Source: an optimization exercise on an open RTL-to-GDS flow (aim: small area, a short achievable clock period and few clock cycles per item). Production flows keep margins and buffers that such runs may drop.
Where RTL was checked, it was by simulation tests only, not by an equivalence proof against the original.
No functional check of the RTL was part of run 2.
Power figures rest on the tool's default switching activity, not on a simulated workload.

`flow/config.mk`:
```
export PLATFORM = sky130hd
export DESIGN_NAME = colour_palette_indexer
export DESIGN_NICKNAME = colour_palette_indexer
export VERILOG_FILES = /design/flow/design.v
export SDC_FILE = /design/flow/constraint.sdc
export NUM_CORES = 4
export LEC_CHECK = 0
export CAP_MARGIN = 20
export CELL_PAD_IN_SITES_DETAIL_PLACEMENT = 1
export CELL_PAD_IN_SITES_GLOBAL_PLACEMENT = 2
export CORE_MARGIN = 2
export CORE_UTILIZATION = 25
export PLACE_DENSITY = 0.35
export SLEW_MARGIN = 20
export SYNTH_MEMORY_MAX_BITS = 8192
```
`flow/constraint.sdc`:
```
create_clock -name core_clock -period 8.0 [get_ports {clk}]
set_input_delay 1.6000 -clock core_clock [delete_from_list [all_inputs] [get_ports {clk}]]
set_output_delay 1.6000 -clock core_clock [all_outputs]
set_load 0.01 [all_outputs]
```
`flow/design.v`:
```
package cpi_pkg;
	localparam int PALETTE_DEPTH = 256;
	localparam int IDX_W   = $clog2(PALETTE_DEPTH);
	localparam int COUNT_W = IDX_W + 1;
	localparam int CMP_W = (COUNT_W > 8) ? COUNT_W : 8;
	localparam int          GREY_W    = 8;
	localparam int          GSTEP_W   = $clog2(GREY_W);
	localparam [GREY_W-1:0] GREY_FULL = 8'hFF;
	localparam int RGB_W      = 24;
	localparam int IN_DATA_W  = 32;
	localparam int OUT_DATA_W = 56;
	localparam logic OP_CLASSIFY = 1'b0;
	localparam logic OP_READ     = 1'b1;
endpackage
import cpi_pkg::*;
module colour_palette_indexer (
	input  logic                  clk,
	input  logic                  arst_n,
	input  logic                  s_tvalid,
	output logic                  s_tready,
	input  logic [IN_DATA_W-1:0]  s_tdata,
	input  logic                  s_tuser,
	output logic                  m_tvalid,
	input  logic                  m_tready,
	output logic [OUT_DATA_W-1:0] m_tdata
);
	function automatic logic [GREY_W-1:0] grey_of(input logic [IDX_W-1:0] i);
		case (i)
			8'd1: grey_of = 8'd255;
			8'd2: grey_of = 8'd127;
			8'd3: grey_of = 8'd85;
			8'd4: grey_of = 8'd63;
			8'd5: grey_of = 8'd51;
			8'd6: grey_of = 8'd42;
			8'd7: grey_of = 8'd36;
			8'd8: grey_of = 8'd31;
			8'd9: grey_of = 8'd28;
			8'd10: grey_of = 8'd25;
			8'd11: grey_of = 8'd23;
			8'd12: grey_of = 8'd21;
			8'd13: grey_of = 8'd19;
			8'd14: grey_of = 8'd18;
			8'd15: grey_of = 8'd17;
			8'd16: grey_of = 8'd15;
			8'd17: grey_of = 8'd15;
			8'd18: grey_of = 8'd14;
			8'd19: grey_of = 8'd13;
			8'd20: grey_of = 8'd12;
			8'd21: grey_of = 8'd12;
			8'd22: grey_of = 8'd11;
			8'd23: grey_of = 8'd11;
			8'd24: grey_of = 8'd10;
			8'd25: grey_of = 8'd10;
			8'd26: grey_of = 8'd9;
			8'd27: grey_of = 8'd9;
			8'd28: grey_of = 8'd9;
			8'd29: grey_of = 8'd8;
			8'd30: grey_of = 8'd8;
			8'd31: grey_of = 8'd8;
			8'd32: grey_of = 8'd7;
			8'd33: grey_of = 8'd7;
			8'd34: grey_of = 8'd7;
			8'd35: grey_of = 8'd7;
			8'd36: grey_of = 8'd7;
			8'd37: grey_of = 8'd6;
			8'd38: grey_of = 8'd6;
			8'd39: grey_of = 8'd6;
			8'd40: grey_of = 8'd6;
			8'd41: grey_of = 8'd6;
			8'd42: grey_of = 8'd6;
			8'd43: grey_of = 8'd5;
			8'd44: grey_of = 8'd5;
			8'd45: grey_of = 8'd5;
			8'd46: grey_of = 8'd5;
			8'd47: grey_of = 8'd5;
			8'd48: grey_of = 8'd5;
			8'd49: grey_of = 8'd5;
			8'd50: grey_of = 8'd5;
			8'd51: grey_of = 8'd5;
			8'd52: grey_of = 8'd4;
			8'd53: grey_of = 8'd4;
			8'd54: grey_of = 8'd4;
			8'd55: grey_of = 8'd4;
			8'd56: grey_of = 8'd4;
			8'd57: grey_of = 8'd4;
			8'd58: grey_of = 8'd4;
			8'd59: grey_of = 8'd4;
			8'd60: grey_of = 8'd4;
			8'd61: grey_of = 8'd4;
			8'd62: grey_of = 8'd4;
			8'd63: grey_of = 8'd4;
			8'd64: grey_of = 8'd3;
			8'd65: grey_of = 8'd3;
			8'd66: grey_of = 8'd3;
			8'd67: grey_of = 8'd3;
			8'd68: grey_of = 8'd3;
			8'd69: grey_of = 8'd3;
			8'd70: grey_of = 8'd3;
			8'd71: grey_of = 8'd3;
			8'd72: grey_of = 8'd3;
			8'd73: grey_of = 8'd3;
			8'd74: grey_of = 8'd3;
			8'd75: grey_of = 8'd3;
			8'd76: grey_of = 8'd3;
			8'd77: grey_of = 8'd3;
			8'd78: grey_of = 8'd3;
			8'd79: grey_of = 8'd3;
			8'd80: grey_of = 8'd3;
			8'd81: grey_of = 8'd3;
			8'd82: grey_of = 8'd3;
			8'd83: grey_of = 8'd3;
			8'd84: grey_of = 8'd3;
			8'd85: grey_of = 8'd3;
			8'd86: grey_of = 8'd2;
			8'd87: grey_of = 8'd2;
			8'd88: grey_of = 8'd2;
			8'd89: grey_of = 8'd2;
			8'd90: grey_of = 8'd2;
			8'd91: grey_of = 8'd2;
			8'd92: grey_of = 8'd2;
			8'd93: grey_of = 8'd2;
			8'd94: grey_of = 8'd2;
			8'd95: grey_of = 8'd2;
			8'd96: grey_of = 8'd2;
			8'd97: grey_of = 8'd2;
			8'd98: grey_of = 8'd2;
			8'd99: grey_of = 8'd2;
			8'd100: grey_of = 8'd2;
			8'd101: grey_of = 8'd2;
			8'd102: grey_of = 8'd2;
			8'd103: grey_of = 8'd2;
			8'd104: grey_of = 8'd2;
			8'd105: grey_of = 8'd2;
			8'd106: grey_of = 8'd2;
			8'd107: grey_of = 8'd2;
			8'd108: grey_of = 8'd2;
			8'd109: grey_of = 8'd2;
			8'd110: grey_of = 8'd2;
			8'd111: grey_of = 8'd2;
			8'd112: grey_of = 8'd2;
			8'd113: grey_of = 8'd2;
			8'd114: grey_of = 8'd2;
			8'd115: grey_of = 8'd2;
			8'd116: grey_of = 8'd2;
			8'd117: grey_of = 8'd2;
			8'd118: grey_of = 8'd2;
			8'd119: grey_of = 8'd2;
			8'd120: grey_of = 8'd2;
			8'd121: grey_of = 8'd2;
			8'd122: grey_of = 8'd2;
			8'd123: grey_of = 8'd2;
			8'd124: grey_of = 8'd2;
			8'd125: grey_of = 8'd2;
			8'd126: grey_of = 8'd2;
			8'd127: grey_of = 8'd2;
			8'd128: grey_of = 8'd1;
			8'd129: grey_of = 8'd1;
			8'd130: grey_of = 8'd1;
			8'd131: grey_of = 8'd1;
			8'd132: grey_of = 8'd1;
			8'd133: grey_of = 8'd1;
			8'd134: grey_of = 8'd1;
			8'd135: grey_of = 8'd1;
			8'd136: grey_of = 8'd1;
			8'd137: grey_of = 8'd1;
			8'd138: grey_of = 8'd1;
			8'd139: grey_of = 8'd1;
			8'd140: grey_of = 8'd1;
			8'd141: grey_of = 8'd1;
			8'd142: grey_of = 8'd1;
			8'd143: grey_of = 8'd1;
			8'd144: grey_of = 8'd1;
			8'd145: grey_of = 8'd1;
			8'd146: grey_of = 8'd1;
			8'd147: grey_of = 8'd1;
			8'd148: grey_of = 8'd1;
			8'd149: grey_of = 8'd1;
			8'd150: grey_of = 8'd1;
			8'd151: grey_of = 8'd1;
			8'd152: grey_of = 8'd1;
			8'd153: grey_of = 8'd1;
			8'd154: grey_of = 8'd1;
			8'd155: grey_of = 8'd1;
			8'd156: grey_of = 8'd1;
			8'd157: grey_of = 8'd1;
			8'd158: grey_of = 8'd1;
			8'd159: grey_of = 8'd1;
			8'd160: grey_of = 8'd1;
			8'd161: grey_of = 8'd1;
			8'd162: grey_of = 8'd1;
			8'd163: grey_of = 8'd1;
			8'd164: grey_of = 8'd1;
			8'd165: grey_of = 8'd1;
			8'd166: grey_of = 8'd1;
			8'd167: grey_of = 8'd1;
			8'd168: grey_of = 8'd1;
			8'd169: grey_of = 8'd1;
			8'd170: grey_of = 8'd1;
			8'd171: grey_of = 8'd1;
			8'd172: grey_of = 8'd1;
			8'd173: grey_of = 8'd1;
			8'd174: grey_of = 8'd1;
			8'd175: grey_of = 8'd1;
			8'd176: grey_of = 8'd1;
			8'd177: grey_of = 8'd1;
			8'd178: grey_of = 8'd1;
			8'd179: grey_of = 8'd1;
			8'd180: grey_of = 8'd1;
			8'd181: grey_of = 8'd1;
			8'd182: grey_of = 8'd1;
			8'd183: grey_of = 8'd1;
			8'd184: grey_of = 8'd1;
			8'd185: grey_of = 8'd1;
			8'd186: grey_of = 8'd1;
			8'd187: grey_of = 8'd1;
			8'd188: grey_of = 8'd1;
			8'd189: grey_of = 8'd1;
			8'd190: grey_of = 8'd1;
			8'd191: grey_of = 8'd1;
			8'd192: grey_of = 8'd1;
			8'd193: grey_of = 8'd1;
			8'd194: grey_of = 8'd1;
			8'd195: grey_of = 8'd1;
			8'd196: grey_of = 8'd1;
			8'd197: grey_of = 8'd1;
			8'd198: grey_of = 8'd1;
			8'd199: grey_of = 8'd1;
			8'd200: grey_of = 8'd1;
			8'd201: grey_of = 8'd1;
			8'd202: grey_of = 8'd1;
			8'd203: grey_of = 8'd1;
			8'd204: grey_of = 8'd1;
			8'd205: grey_of = 8'd1;
			8'd206: grey_of = 8'd1;
			8'd207: grey_of = 8'd1;
			8'd208: grey_of = 8'd1;
			8'd209: grey_of = 8'd1;
			8'd210: grey_of = 8'd1;
			8'd211: grey_of = 8'd1;
			8'd212: grey_of = 8'd1;
			8'd213: grey_of = 8'd1;
			8'd214: grey_of = 8'd1;
			8'd215: grey_of = 8'd1;
			8'd216: grey_of = 8'd1;
			8'd217: grey_of = 8'd1;
			8'd218: grey_of = 8'd1;
			8'd219: grey_of = 8'd1;
			8'd220: grey_of = 8'd1;
			8'd221: grey_of = 8'd1;
			8'd222: grey_of = 8'd1;
			8'd223: grey_of = 8'd1;
			8'd224: grey_of = 8'd1;
			8'd225: grey_of = 8'd1;
			8'd226: grey_of = 8'd1;
			8'd227: grey_of = 8'd1;
			8'd228: grey_of = 8'd1;
			8'd229: grey_of = 8'd1;
			8'd230: grey_of = 8'd1;
			8'd231: grey_of = 8'd1;
			8'd232: grey_of = 8'd1;
			8'd233: grey_of = 8'd1;
			8'd234: grey_of = 8'd1;
			8'd235: grey_of = 8'd1;
			8'd236: grey_of = 8'd1;
			8'd237: grey_of = 8'd1;
			8'd238: grey_of = 8'd1;
			8'd239: grey_of = 8'd1;
			8'd240: grey_of = 8'd1;
			8'd241: grey_of = 8'd1;
			8'd242: grey_of = 8'd1;
			8'd243: grey_of = 8'd1;
			8'd244: grey_of = 8'd1;
			8'd245: grey_of = 8'd1;
			8'd246: grey_of = 8'd1;
			8'd247: grey_of = 8'd1;
			8'd248: grey_of = 8'd1;
			8'd249: grey_of = 8'd1;
			8'd250: grey_of = 8'd1;
			8'd251: grey_of = 8'd1;
			8'd252: grey_of = 8'd1;
			8'd253: grey_of = 8'd1;
			8'd254: grey_of = 8'd1;
			8'd255: grey_of = 8'd1;
			default: grey_of = 8'd0;
		endcase
	endfunction
	logic                          k_v;
	logic                          k_op;
	logic [IN_DATA_W-1:0]          k_d;
	logic                          a_v;
	logic                          a_op;
	logic [IN_DATA_W-1:0]          a_d;
	logic [COUNT_W-1:0]            count_q;
	logic [PALETTE_DEPTH-1:0][RGB_W-1:0] mem_q;
	logic                          b_v;
	logic [IDX_W-1:0]              b_idx;
	logic                          b_new;
	logic                          b_drop;
	logic                          b_ev;
	logic [RGB_W-1:0]              b_rgb;
	logic [COUNT_W-1:0]            b_count;
	logic                          o_v;
	logic [OUT_DATA_W-5:0]         o_d;
	logic                          o_free;
	logic                          b_free;
	logic                          a_free;
	logic                          a_adv;
	logic                          full;
	logic [PALETTE_DEPTH-1:0]      match;
	logic                          hit;
	logic [IDX_W-1:0]              enc;
	logic [RGB_W-1:0]              rd;
	logic                          ev;
	logic                          is_new;
	assign s_tready = !k_v;
	assign m_tvalid = o_v;
	assign m_tdata  = {4'd0, o_d};
	assign o_free = !o_v || m_tready;
	assign b_free = !b_v || o_free;
	assign a_free = !a_v || b_free;
	assign a_adv  = a_v && b_free;
	assign full   = count_q[IDX_W];
	always_comb begin
		hit = 1'b0;
		enc = '0;
		rd  = '0;
		for (int r = 0; r < PALETTE_DEPTH; r++) begin
			match[r] = (mem_q[r] == a_d[RGB_W-1:0]) && (COUNT_W'(r) < count_q);
			hit      = hit | match[r];
			enc      = enc | (match[r] ? IDX_W'(r) : '0);
			rd       = rd | ((a_d[IN_DATA_W-1:RGB_W] == IDX_W'(r)) ? mem_q[r] : '0);
		end
	end
	assign ev     = (COUNT_W'(a_d[IN_DATA_W-1:RGB_W]) < count_q);
	assign is_new = !hit && !full;
	always_ff @(posedge clk) begin
		for (int r = 0; r < PALETTE_DEPTH; r++) begin
			if (!full && count_q[IDX_W-1:0] == IDX_W'(r)) begin
				mem_q[r] <= a_d[RGB_W-1:0];
			end
		end
	end
	always_ff @(posedge clk) begin
		if (!k_v) begin
			k_d  <= s_tdata;
			k_op <= s_tuser;
		end
		if (a_free) begin
			a_d  <= k_v ? k_d : s_tdata;
			a_op <= k_v ? k_op : s_tuser;
		end
		if (b_free) begin
			if (a_op == OP_READ) begin
				b_idx  <= '0;
				b_new  <= 1'b0;
				b_drop <= 1'b0;
				b_ev   <= ev;
				b_rgb  <= ev ? rd : '0;
			end else begin
				b_idx  <= hit ? enc : (full ? '0 : count_q[IDX_W-1:0]);
				b_new  <= is_new;
				b_drop <= !hit && full;
				b_ev   <= 1'b0;
				b_rgb  <= '0;
			end
			b_count <= count_q + COUNT_W'(a_op == OP_CLASSIFY && is_new);
		end
		if (o_free) begin
			o_d <= {b_count, b_ev, b_rgb,
				b_drop, b_new, grey_of(b_idx), b_idx};
		end
	end
	always_ff @(posedge clk or negedge arst_n) begin
		if (!arst_n) begin
			k_v     <= 1'b0;
			a_v     <= 1'b0;
			b_v     <= 1'b0;
			o_v     <= 1'b0;
			count_q <= '0;
		end else begin
			if (k_v) begin
				if (a_free) k_v <= 1'b0;
			end else begin
				k_v <= s_tvalid && !a_free;
			end
			if (a_free) a_v <= k_v || s_tvalid;
			if (b_free) b_v <= a_v;
			if (o_free) o_v <= b_v;
			if (a_adv && a_op == OP_CLASSIFY && is_new) begin
				count_q <= count_q + 1'b1;
			end
		end
	end
endmodule
```
`flow/run.sh`:
```
#!/bin/bash
# synth_recipe.tcl (not shown) runs the flow's synth.tcl, then flattens the netlist and writes it again
# the make line also repeats each setting of config.mk as NAME=value (left out here)
make -C /OpenROAD-flow-scripts/flow DESIGN_CONFIG=/design/flow/config.mk WORK_HOME=/design/flow/orfs CLKGATE_MAP_FILE= SYNTH_SCRIPT=/design/flow/synth_recipe.tcl finish
```
==> flow_summary.json, run 1 <==
{
  "status": "stopped before the end",
  "yosysSeqAreaShare_pct": 62.7,
  "hpwl_um": 4340000,
  "tool.error": "[ERROR GRT-0116] Global routing finished with congestion. Check the congestion regions in the DRC Viewer.",
  "cts_root_buffer": "clkbuf_16",
  "synth_top_family_by_area": "XOR/XNOR gates",
  "syn_inst": 21200,
  "die_w_um": 1100,
  "synth_top_area_cell": "edfxtp_1",
  "dp_slack_ns": -0.379,
  "ys_top_cells_by_area": "edfxtp_1, xor2_1, xnor2_1, a22oi_1, a22o_1",
  "post_dp_cell_area_mm2": 0.370,
  "clockBufferDepth": 5,
  "postCtsHoldBufs": 0,
  "grt_overflow": 40400,
  "synth_compound_area_share_pct": 9.29,
  "syn_area_mm2": 0.302,
  "rows": 403,
  "ys.warnings.count": 1,
  "synth_top_area_share_pct": 62.3,
  "pin_count": 95,
  "synth_xor_area_share_pct": 17.8,
  "cts_made_buffers": 812,
  "htreeDepth": 6,
  "avgSynthCellArea_um2": 14.2,
  "gp_congestion": 1.43,
  "initial_utilization_pct": 25.1,
  "grt_max_degree": 63,
  "ys_seq_elements": 6319,
  "grt_pass1_vias": 425000,
  "muxShareOfSynthArea_pct": 0.141,
  "io_buffers": 90,
  "clock-sinks": 6319,
  "yosys.area_share.simple_pct": 7.26,
  "async_reset_ff_share_pct": 0.206,
  "grt_usage_pct": 93.6,
  "grt_pass1_wl_um": 7390000,
  "synth_flop_cell": "edfxtp_1",
  "synth.distinct_cells": 95,
  "dieHeight_um": 1100,
  "yosys.area_share.adder_pct": 0.0828,
  "haltStage": "5_1_grt",
  "synth_edf_count": 6273
}
## synth_stat cells (all sizes together), types with 25 or more instances
| cell type | instances |
|---|---|
| a2111oi | 32 |
| a211oi | 25 |
| a21oi | 47 |
| a221oi | 913 |
| a22o | 914 |
| a22oi | 1248 |
| a41oi | 26 |
| and3 | 27 |
| buf | 830 |
| clkbuf | 519 |
| dfxtp | 33 |
| edfxtp | 6273 |
| mux2 | 36 |
| nand2 | 150 |
| nand3 | 370 |
| nand4 | 1061 |
| nor2 | 650 |
| nor3 | 193 |
| nor4 | 1224 |
| o2111ai | 32 |
| o211ai | 64 |
| o21ai | 60 |
| or3 | 29 |
| or4 | 53 |
| xnor2 | 2107 |
| xor2 | 4051 |
## cells by family after synthesis
group,after synthesis
flops,6319
xor+xnor,6158
simple gates,3871
compound gates,3448
buf+inv,1371
mux,38
fa+ha+maj,20
other cells,1
## worst max-delay path by stage
| stage | from | endpoint | slack (ns) | cells after the start |
|---|---|---|---|---|
| after floorplan | a_d[3] | b_count[8] | 0.78 | 20 |
| after global placement | a_d[12] | b_count[8] | -5.41 | 18 |
| after detailed placement | a_d[27] | b_rgb[19] | -0.38 | 12 |
| after CTS | a_d[27] | b_rgb[19] | 0.02 | 12 |
## power by group through the flow
stage	Sequential [mW]	Combinational [mW]	Clock [mW]
CTS	37.6	19.8	37.9
detailed placement	38.4	19.7	0
global placement	38.4	19.4	0
floorplan	39.1	5.61	0
## routing by layer
layer  track usage, %  overflow
met5             78.8       240
met4             88.0      8889
met3             87.2      2764
met2              103     25500
met1             93.0      2955
## stage by stage
| step | std cells | utilization (%) |
|---|---|---|
| 4_1_cts | 41900 | 32.9 |
| 2_1_floorplan | 21200 | - |
| 3_3_place_gp | 40000 | 29.9 |
| 3_5_place_dp | 40400 | 30.7 |
## timing repair
item,CTS
endpoints found under the setup margin,2
gates resized for setup,2
setup buffers,2
pin swaps,1
Testbench counts, summed over its fixed seeds: cycles 4,012, items 4,000.
==> run 2: changes to the inputs <==
--- a/flow/design.v
+++ b/flow/design.v
@@ -25,4 +25,7 @@
 	output logic [OUT_DATA_W-1:0] m_tdata
 );
+	localparam int LANES  = 8;
+	localparam int LANE_W = $clog2(LANES);
+	localparam int BLK_W  = IDX_W - LANE_W;
 	function automatic logic [GREY_W-1:0] grey_of(input logic [IDX_W-1:0] i);
 		case (i)
@@ -291,8 +294,14 @@
 	logic                          a_op;
 	logic [IN_DATA_W-1:0]          a_d;
-	logic [COUNT_W-1:0]            count_q;
-	logic [PALETTE_DEPTH-1:0][RGB_W-1:0] mem_q;
+	logic [IDX_W-1:0]              a_pos;
+	logic [COUNT_W-1:0]                  count_q;
+	logic [IDX_W-1:0]                    off_q;
+	logic [PALETTE_DEPTH-1:0][RGB_W-1:0] ring_q;
+	logic [PALETTE_DEPTH-1:0]            rv_q;
+	logic [LANES-1:0][RGB_W-1:0]         lane_q;
+	logic [LANES-1:0]                    lv_q;
 	logic                          b_v;
-	logic [IDX_W-1:0]              b_idx;
+	logic [IDX_W-1:0]              b_raw;
+	logic [IDX_W-1:0]              b_sub;
 	logic                          b_new;
 	logic                          b_drop;
@@ -307,10 +316,25 @@
 	logic                          a_adv;
 	logic                          full;
-	logic [PALETTE_DEPTH-1:0]      match;
+	logic [COUNT_W-1:0]            cm1;
+	logic [RGB_W-1:0]              key;
+	logic [IDX_W-1:0]              slot;
+	logic [LANE_W-1:0]             ins_lane;
+	logic                          ins_v;
+	logic [RGB_W-1:0]              ins_data;
+	logic [IDX_W-1:0]              ins_slot;
+	logic [IDX_W-1:0]              ins_row;
+	logic [PALETTE_DEPTH-1:0]      ins;
+	logic                          ring_hit;
+	logic                          lane_hit;
 	logic                          hit;
-	logic [IDX_W-1:0]              enc;
+	logic [IDX_W-1:0]              pos_enc;
+	logic [LANE_W-1:0]             lane_enc;
+	logic [RGB_W-1:0]              rd_ring;
+	logic                          rd_rv;
 	logic [RGB_W-1:0]              rd;
 	logic                          ev;
 	logic                          is_new;
+	logic                          commit;
+	logic [IDX_W-1:0]              b_idx;
 	assign s_tready = !k_v;
 	assign m_tvalid = o_v;
@@ -321,23 +345,62 @@
 	assign a_adv  = a_v && b_free;
 	assign full   = count_q[IDX_W];
+	assign cm1    = count_q - 1'b1;
+	assign key    = a_d[RGB_W-1:0];
+	assign slot   = a_d[IN_DATA_W-1:RGB_W];
+	assign ins_lane = ~off_q[LANE_W-1:0];
+	assign ins_v    = lv_q[ins_lane];
+	assign ins_data = lane_q[ins_lane];
+	assign ins_slot = cm1[IDX_W-1:0] - IDX_W'(LANE_W'(cm1[LANE_W-1:0] - ins_lane));
+	assign ins_row  = ins_slot + off_q + 1'b1;
+	always_comb begin
+		ins = '0;
+		for (int q = 0; q < PALETTE_DEPTH; q += LANES) begin
+			ins[q] = ins_v && (ins_row[IDX_W-1:LANE_W] == BLK_W'(q / LANES));
+		end
+	end
+	always_comb begin
+		ring_hit = 1'b0;
+		pos_enc  = '0;
+		for (int p = 0; p < PALETTE_DEPTH; p++) begin
+			if (rv_q[p] && ring_q[p] == key) begin
+				ring_hit = 1'b1;
+				pos_enc  = pos_enc | IDX_W'(p);
+			end
+		end
+		lane_hit = 1'b0;
+		lane_enc = '0;
+		for (int i = 0; i < LANES; i++) begin
+			if (lv_q[i] && lane_q[i] == key) begin
+				lane_hit = 1'b1;
+				lane_enc = lane_enc | LANE_W'(i);
+			end
+		end
+	end
+	logic [PALETTE_DEPTH-1:0] rsel;
+	assign rsel  = PALETTE_DEPTH'(1) << a_pos;
+	assign rd_rv = |(rsel & rv_q);
 	always_comb begin
-		hit = 1'b0;
-		enc = '0;
-		rd  = '0;
-		for (int r = 0; r < PALETTE_DEPTH; r++) begin
-			match[r] = (mem_q[r] == a_d[RGB_W-1:0]) && (COUNT_W'(r) < count_q);
-			hit      = hit | match[r];
-			enc      = enc | (match[r] ? IDX_W'(r) : '0);
-			rd       = rd | ((a_d[IN_DATA_W-1:RGB_W] == IDX_W'(r)) ? mem_q[r] : '0);
+		rd_ring = '0;
+		for (int p = 0; p < PALETTE_DEPTH; p++) begin
+			rd_ring = rd_ring | (rsel[p] ? ring_q[p] : '0);
 		end
 	end
-	assign ev     = (COUNT_W'(a_d[IN_DATA_W-1:RGB_W]) < count_q);
+	assign hit    = ring_hit || lane_hit;
+	assign rd     = rd_rv ? rd_ring : lane_q[slot[LANE_W-1:0]];
+	assign ev     = (COUNT_W'(slot) < count_q);
 	assign is_new = !hit && !full;
+	assign commit = a_adv && a_op == OP_CLASSIFY && is_new;
+	assign b_idx  = b_raw - b_sub;
 	always_ff @(posedge clk) begin
-		for (int r = 0; r < PALETTE_DEPTH; r++) begin
-			if (!full && count_q[IDX_W-1:0] == IDX_W'(r)) begin
-				mem_q[r] <= a_d[RGB_W-1:0];
+		for (int p = 0; p < PALETTE_DEPTH; p++) begin
+			if (ins[p]) begin
+				ring_q[p] <= ins_data;
+			end else begin
+				ring_q[p] <= ring_q[(p + PALETTE_DEPTH - 1) % PALETTE_DEPTH];
 			end
 		end
+		if (!full) begin
+			lane_q[count_q[LANE_W-1:0]] <= key;
+		end
 	end
 	always_ff @(posedge clk) begin
@@ -347,10 +410,14 @@
 		end
 		if (a_free) begin
-			a_d  <= k_v ? k_d : s_tdata;
-			a_op <= k_v ? k_op : s_tuser;
+			a_d   <= k_v ? k_d : s_tdata;
+			a_op  <= k_v ? k_op : s_tuser;
+			a_pos <= (k_v ? k_d[IN_DATA_W-1:RGB_W] : s_tdata[IN_DATA_W-1:RGB_W]) + off_q + 1'b1;
+		end else begin
+			a_pos <= a_pos + 1'b1;
 		end
 		if (b_free) begin
 			if (a_op == OP_READ) begin
-				b_idx  <= '0;
+				b_raw  <= '0;
+				b_sub  <= '0;
 				b_new  <= 1'b0;
 				b_drop <= 1'b0;
@@ -358,5 +425,14 @@
 				b_rgb  <= ev ? rd : '0;
 			end else begin
-				b_idx  <= hit ? enc : (full ? '0 : count_q[IDX_W-1:0]);
+				if (ring_hit) begin
+					b_raw <= pos_enc;
+					b_sub <= off_q;
+				end else if (lane_hit) begin
+					b_raw <= cm1[IDX_W-1:0];
+					b_sub <= IDX_W'(LANE_W'(cm1[LANE_W-1:0] - lane_enc));
+				end else begin
+					b_raw <= full ? '0 : count_q[IDX_W-1:0];
+					b_sub <= '0;
+				end
 				b_new  <= is_new;
 				b_drop <= !hit && full;
@@ -367,6 +443,5 @@
 		end
 		if (o_free) begin
-			o_d <= {b_count, b_ev, b_rgb,
-				b_drop, b_new, grey_of(b_idx), b_idx};
+			o_d <= {b_count, b_ev, b_rgb, b_drop, b_new, grey_of(b_idx), b_idx};
 		end
 	end
@@ -378,4 +453,7 @@
 			o_v     <= 1'b0;
 			count_q <= '0;
+			off_q   <= '0;
+			rv_q    <= '0;
+			lv_q    <= '0;
 		end else begin
 			if (k_v) begin
@@ -387,7 +465,18 @@
 			if (b_free) b_v <= a_v;
 			if (o_free) o_v <= b_v;
-			if (a_adv && a_op == OP_CLASSIFY && is_new) begin
+			if (commit) begin
 				count_q <= count_q + 1'b1;
 			end
+			off_q <= off_q + 1'b1;
+			for (int p = 0; p < PALETTE_DEPTH; p++) begin
+				rv_q[p] <= ins[p] || rv_q[(p + PALETTE_DEPTH - 1) % PALETTE_DEPTH];
+			end
+			for (int i = 0; i < LANES; i++) begin
+				if (commit && count_q[LANE_W-1:0] == LANE_W'(i)) begin
+					lv_q[i] <= 1'b1;
+				end else if (ins_v && ins_lane == LANE_W'(i)) begin
+					lv_q[i] <= 1'b0;
+				end
+			end
 		end
 	end
--- a/flow/config.mk
+++ b/flow/config.mk
@@ -10,6 +10,6 @@
 export CELL_PAD_IN_SITES_GLOBAL_PLACEMENT = 2
 export CORE_MARGIN = 2
-export CORE_UTILIZATION = 25
-export PLACE_DENSITY = 0.35
+export CORE_UTILIZATION = 60
+export PLACE_DENSITY = 0.68
 export SLEW_MARGIN = 20
 export SYNTH_MEMORY_MAX_BITS = 8192
==> flow_summary.json, run 2 <==
{
  "post_cts_buffers": 0,
  "async_reset_ff_share_pct": 4.19,
  "haltStage": "5_1_grt",
  "tool.error": "[ERROR GRT-0116] Global routing finished with congestion. Check the congestion regions in the DRC Viewer.",
  "io_buffers": 90,
  "rows": 247,
  "syn_inst": 23700,
  "syn_area_mm2": 0.272,
  "postCtsHoldBufs": 0,
  "synth.top_cells.by_count": "dfxtp_1, xnor2_1, xor2_1, nand4_1, a22o_1",
  "grt_overflow": 153000,
  "synth_edf_count": 329,
  "pin_count": 95,
  "ys.warnings.count": 1,
  "cts_made_buffers": 676,
  "avgSynthCellArea_um2": 11.5,
  "ys_top_cells_by_area": "dfxtp_1, xnor2_1, xor2_1, a22o_1, a221oi_1",
  "post_cts_resized": 0,
  "hpwl_um": 2550000,
  "status": "stopped before the end",
  "htreeDepth": 6,
  "gp_congestion": 2.32,
  "grt_max_degree": 123,
  "initial_utilization_pct": 60.1,
  "synth_top_area_cell": "dfxtp_1",
  "dieHeight_um": 677,
  "grt_pass1_vias": 328000,
  "dp_cells": 29800,
  "grt_usage_pct": 143,
  "clock-sinks": 6799,
  "ys_seq_elements": 6799,
  "synth.distinct_cells": 75,
  "synth_top_area_share_pct": 45.6,
  "yosysSeqAreaShare_pct": 51.8,
  "clockBufferDepth": 4,
  "synth_flop_cell": "dfxtp_1",
  "die_w_um": 677,
  "cts_root_buffer": "clkbuf_16",
  "grt_pass1_wl_um": 4200000,
  "synth_most_common_cell": "dfxtp_1"
}
## run 2: cell count changes after synthesis, moves of 344 or more
cell,previous run,this run
xor2_1,4051,2982
edfxtp_1,6273,329
a22o_1,914,1338
dfxtp_1,33,6185
a22oi_1,1248,702
mux2_2,35,760
nand4_1,1059,1510
a221oi_1,913,1257
nand2_1,148,513
xnor2_1,2107,3406
## run 2: worst max-delay path by stage
stage          cells past startpoint      endpoint  slack, ns        from
3_5_place_dp                      15      b_rgb[6]       0.32    a_pos[7]
2_1_floorplan                     19  ring_q[5380]       1.67  count_q[0]
4_1_cts                           15      b_rgb[6]       0.18    a_pos[7]
3_3_place_gp                      11      b_rgb[3]       0.11    a_pos[4]
## run 2: cells by family after synthesis
kind of cell    synth area share (%)
flops                           51.8
xor+xnor                        20.6
simple gates                    8.59
compound gates                  11.3
buf+inv                         2.99
mux                             4.34
fa+ha+maj                      0.346
other cells                  0.00138
## run 2: through the flow
stage / hold WS (ns) / power (mW) / cell area (µm²) / setup WS (ns) / util [%]
after CTS: 0.370 / 153 / 313000 / 0.184 / 69.2
after detailed placement: 0.370 / 117 / 289000 / 0.315 / 64.0
after global placement: 0.364 / 115 / 288000 / 0.114 / 63.8
after floorplan: 0.362 / 72.6 / 272000 / 1.67 / -
## run 2: power groups by stage
| stage | Clock [mW] | Combinational, mW | Sequential (mW) |
|---|---|---|---|
| 3_5_place_dp | 0 | 37.3 | 79.3 |
| 3_3_place_gp | 0 | 36.0 | 79.0 |
| 4_1_cts | 34.3 | 39.3 | 79.3 |
| 2_1_floorplan | 0 | 20.6 | 52.1 |
## run 2: layer usage
metal  GRT usage [%]  overflow
met5             105      1506
met4             127     13800
met3             115     14600
met2             192     87700
met1             130     35600
